This design comes from an exercise in tuning for small area on the open sky130 flow, not from production work. The RTL was checked by simulation tests, not by an equivalence proof against the original design. Power figures rest on the tool's default switching activity, not on a simulated workload.

==> flow/design.v <==
package regfile_pkg;
   typedef enum logic {
      CLEAR = 1'b0,
      RUN   = 1'b1
   } state_e;
   localparam int                    DEF_DATA_W  = 32;
   localparam int                    DEF_NREGS   = 32;
   localparam int                    DEF_SP_REG  = 29;
   localparam logic [DEF_DATA_W-1:0] DEF_SP_INIT = 32'h0000_2FFC;
   function automatic int aw_of(input int nregs);
      aw_of = (nregs <= 1) ? 1 : $clog2(nregs);
   endfunction
endpackage
module regfile_sb_rdport
#(
   parameter int DATA_W = regfile_pkg::DEF_DATA_W,
   parameter int NREGS  = regfile_pkg::DEF_NREGS,
   parameter int AW     = 5
) (
   input  logic                          run,
   input  logic [AW-1:0]                 addr,
   input  logic [NREGS-1:0][DATA_W-1:0]  rh,
   input  logic [NREGS-1:0]              rh_busy,
   input  logic                          wr_en,
   input  logic [AW-1:0]                 wr_addr,
   input  logic [DATA_W-1:0]             wr_data,
   output logic [DATA_W-1:0]             data,
   output logic                          busy
);
   localparam int NG = (NREGS + 2) / 3;
   logic             hit;
   logic [NREGS-1:0] sel;
   logic [NREGS-1:0][DATA_W-1:0] src;
   assign hit = wr_en && (wr_addr == addr);
   always_comb begin
      sel[0] = run && hit && (addr != '0);
      for (int r = 1; r < NREGS; r++)
         sel[r] = run && !hit && (addr == AW'(r));
   end
   always_comb begin
      src    = rh;
      src[0] = wr_data;
   end
   logic [NG-1:0][DATA_W-1:0] grp;
   always_comb begin
      for (int g = 0; g < NG; g++) begin
         grp[g] = '0;
         for (int j = 0; j < 3; j++)
            if (3 * g + j < NREGS)
               grp[g] = grp[g] | (src[3*g+j] & {DATA_W{sel[3*g+j]}});
      end
      data = '0;
      for (int g = 0; g < NG; g++)
         data = data | grp[g];
   end
   always_comb begin
      busy = !run;
      for (int r = 1; r < NREGS; r++)
         busy = busy | (rh_busy[r] & sel[r]);
   end
endmodule
module regfile_sb
#(
   parameter int                DATA_W   = regfile_pkg::DEF_DATA_W,
   parameter int                NREGS    = regfile_pkg::DEF_NREGS,
   parameter int                NRD      = 2,
   parameter bit                ZERO_REG = 1'b1,
   parameter int                SP_REG   = regfile_pkg::DEF_SP_REG,
   parameter logic [DATA_W-1:0] SP_INIT  = DATA_W'(regfile_pkg::DEF_SP_INIT),
   localparam int               AW       = regfile_pkg::aw_of(NREGS)
) (
   input  logic                  clk,
   input  logic                  rst_n,
   output logic                  ready,
   input  logic [NRD*AW-1:0]     rd_addr,
   output logic [NRD*DATA_W-1:0] rd_data,
   output logic [NRD-1:0]        rd_busy,
   input  logic                  wr_en,
   input  logic [AW-1:0]         wr_addr,
   input  logic [DATA_W-1:0]     wr_data,
   input  logic                  iss_en,
   input  logic [AW-1:0]         iss_addr,
   input  logic [AW-1:0]         dbg_addr,
   output logic [DATA_W-1:0]     dbg_data
);
   logic [AW:0]                  cnt_q;
   logic                         run;
   logic [NREGS-1:0]             busy_q;
   logic [NREGS-1:0][DATA_W-1:0] rh_q;
   logic [DATA_W-1:0]            dbg_data_q;
   assign run      = cnt_q[AW];
   assign ready    = run;
   assign dbg_data = dbg_data_q;
   always_ff @(posedge clk) begin
      if (!rst_n)    cnt_q <= '0;
      else if (!run) cnt_q <= cnt_q + (AW+1)'(1);
   end
   for (genvar r = 1; r < NREGS; r++) begin : g_row
      logic              we;
      logic [DATA_W-1:0] init, q;
      assign init = (r == SP_REG) ? SP_INIT : '0;
      assign we   = !run || (wr_en && (wr_addr == AW'(r)));
      always_ff @(posedge clk) begin
         if (we) q <= run ? wr_data : init;
      end
      assign rh_q[r] = q;
   end
   assign rh_q[0] = '0;
   for (genvar r = 1; r < NREGS; r++) begin : g_busy
      logic q;
      always_ff @(posedge clk) begin
         if (!run)
            q <= 1'b0;
         else if (iss_en && (iss_addr == AW'(r)))
            q <= 1'b1;
         else if (wr_en && (wr_addr == AW'(r)))
            q <= 1'b0;
      end
      assign busy_q[r] = q;
   end
   assign busy_q[0] = 1'b0;
   localparam int NG = (NREGS + 2) / 3;
   logic [NREGS-1:0]          dsel;
   logic [NG-1:0][DATA_W-1:0] dgrp;
   logic [DATA_W-1:0]         dbg_d;
   always_comb begin
      dsel[0] = 1'b0;
      for (int r = 1; r < NREGS; r++)
         dsel[r] = rst_n && run && (dbg_addr == AW'(r));
      for (int g = 0; g < NG; g++) begin
         dgrp[g] = '0;
         for (int j = 0; j < 3; j++)
            if (3 * g + j < NREGS)
               dgrp[g] = dgrp[g] | (rh_q[3*g+j] & {DATA_W{dsel[3*g+j]}});
      end
      dbg_d = '0;
      for (int g = 0; g < NG; g++)
         dbg_d = dbg_d | dgrp[g];
   end
   always_ff @(posedge clk) dbg_data_q <= dbg_d;
   for (genvar i = 0; i < NRD; i++) begin : g_rd
      regfile_sb_rdport #(
         .DATA_W (DATA_W),
         .NREGS  (NREGS),
         .AW     (AW)
      ) u_rdport (
         .run     (run),
         .addr    (rd_addr[i*AW +: AW]),
         .rh      (rh_q),
         .rh_busy (busy_q),
         .wr_en   (wr_en),
         .wr_addr (wr_addr),
         .wr_data (wr_data),
         .data    (rd_data[i*DATA_W +: DATA_W]),
         .busy    (rd_busy[i])
      );
   end
endmodule
Settings: LEC_CHECK=0, CAP_MARGIN=20, CORE_MARGIN=2, CORE_UTILIZATION=40, SETUP_SLACK_MARGIN=0.15, SLEW_MARGIN=20; clock period 7.0 ns.
standard.sh (not shown) runs the stock make flow with config.mk's settings and CLKGATE_MAP_FILE= SYNTH_SCRIPT=/design/flow/synth_recipe.tcl, a recipe that flattens the netlist after the stock synthesis.
==> flow/flow/run.sh <==
#!/bin/bash
# Own layout flow: the standard layout (standard.sh), except that
# - synthesis maps the logic with an area-oriented ABC script (synth.tcl,
#   area.script); everything before ABC, flip-flop mapping included, is the
#   standard synthesis, so the registers keep their names and cell types;
# - the port buffers are the smallest buffer cell;
# - CTS clusters up to 16 sinks within 60 um on clkbuf_8 and adds no dummy
#   loads.
# Floorplan, power grid, placement, timing repair and routing are the
# standard flow's. Each step's full output goes to a log file here.
set -euo pipefail
W=$(pwd)
export BUFFER_PORTS_ARGS="-buffer_cell sky130_fd_sc_hd__buf_1"
export CTS_ARGS="-sink_clustering_enable -repair_clock_nets -dont_use_dummy_load -buf_list sky130_fd_sc_hd__clkbuf_8 -sink_clustering_size 16 -sink_clustering_max_diameter 60"
bash standard.sh SYNTH_SCRIPT="$W/flow/synth.tcl" synth > "$W/synth.log" 2>&1
bash standard.sh SYNTH_SCRIPT="$W/flow/synth.tcl" finish > "$W/layout.log" 2>&1
==> flow/flow/area.script <==
&get -n
&st
&dch
&nf -a
&put
==> flow/flow/synth.tcl <==
# The standard synthesis (synth_recipe.tcl in the work folder), with only
# the ABC mapping script swapped for an area-oriented one (area.script).
# Everything before ABC, flip-flop mapping included, is unchanged, so the
# registers keep the standard synthesis's names and cell types.
set own_flow_dir [file dirname [file normalize [info script]]]
proc abc {args} {
   global own_flow_dir
   set i [lsearch -exact $args -script]
   if {$i >= 0} {
      set args [lreplace $args $i [expr {$i + 1}] -script $own_flow_dir/area.script]
   }
   yosys abc {*}$args
}
source [file dirname $own_flow_dir]/synth_recipe.tcl
The baseline went through all stages and came out clean.
Change:
--- a/flow/config.mk
+++ b/flow/config.mk
@@ -9,4 +9,3 @@
 export CORE_MARGIN = 2
-export CORE_UTILIZATION = 40
-export SETUP_SLACK_MARGIN = 0.15
+export CORE_UTILIZATION = 45
 export SLEW_MARGIN = 20
=>
- The new run finished with timing, DRC and antenna clean
- setup slack degrades by 0.015 ns
- utilization rises by 5.3 points
- die area shrinks by roughly a tenth
- clock skew is about the same
- synthesized area does not change
- synthesized cell count is unchanged
- combinational power stays flat
- cell count shrinks by a few percent

re-timing with driven ports:
No port has a modelled driver above. Below, the same layouts with a new extraction and two added sets of constraints.
Step 1 (the two cells are an assumption about what drives the block):
set clk [get_ports {clk}]
set_driving_cell -lib_cell sky130_fd_sc_hd__clkbuf_16 $clk
set_driving_cell -lib_cell sky130_fd_sc_hd__buf_2 [delete_from_list [all_inputs] $clk]
Step 2 adds t to the input delays and takes it off the output delays; t is the mean of the earliest and latest rising clock arrival at the registers after step 1. Input paths then give back, and output paths get back, about the clock's delay inside the block.
a / b / c = ideal / step 1 / step 2; a / b = the first two.
run | t, ns | slack for setup (ns) | slew at the worst register clock pin (ns)
the first run | 0.836 | 0.390 / 0.363 / 0.363 | 0.11 / 0.11
the second run | 0.855 | 0.375 / 0.343 / 0.343 | 0.11 / 0.11
After both steps every run listed still meets setup and hold. The setup slack of the second run, which loses most, moves by -0.032 ns with the drivers and by -0.032 ns with both steps.
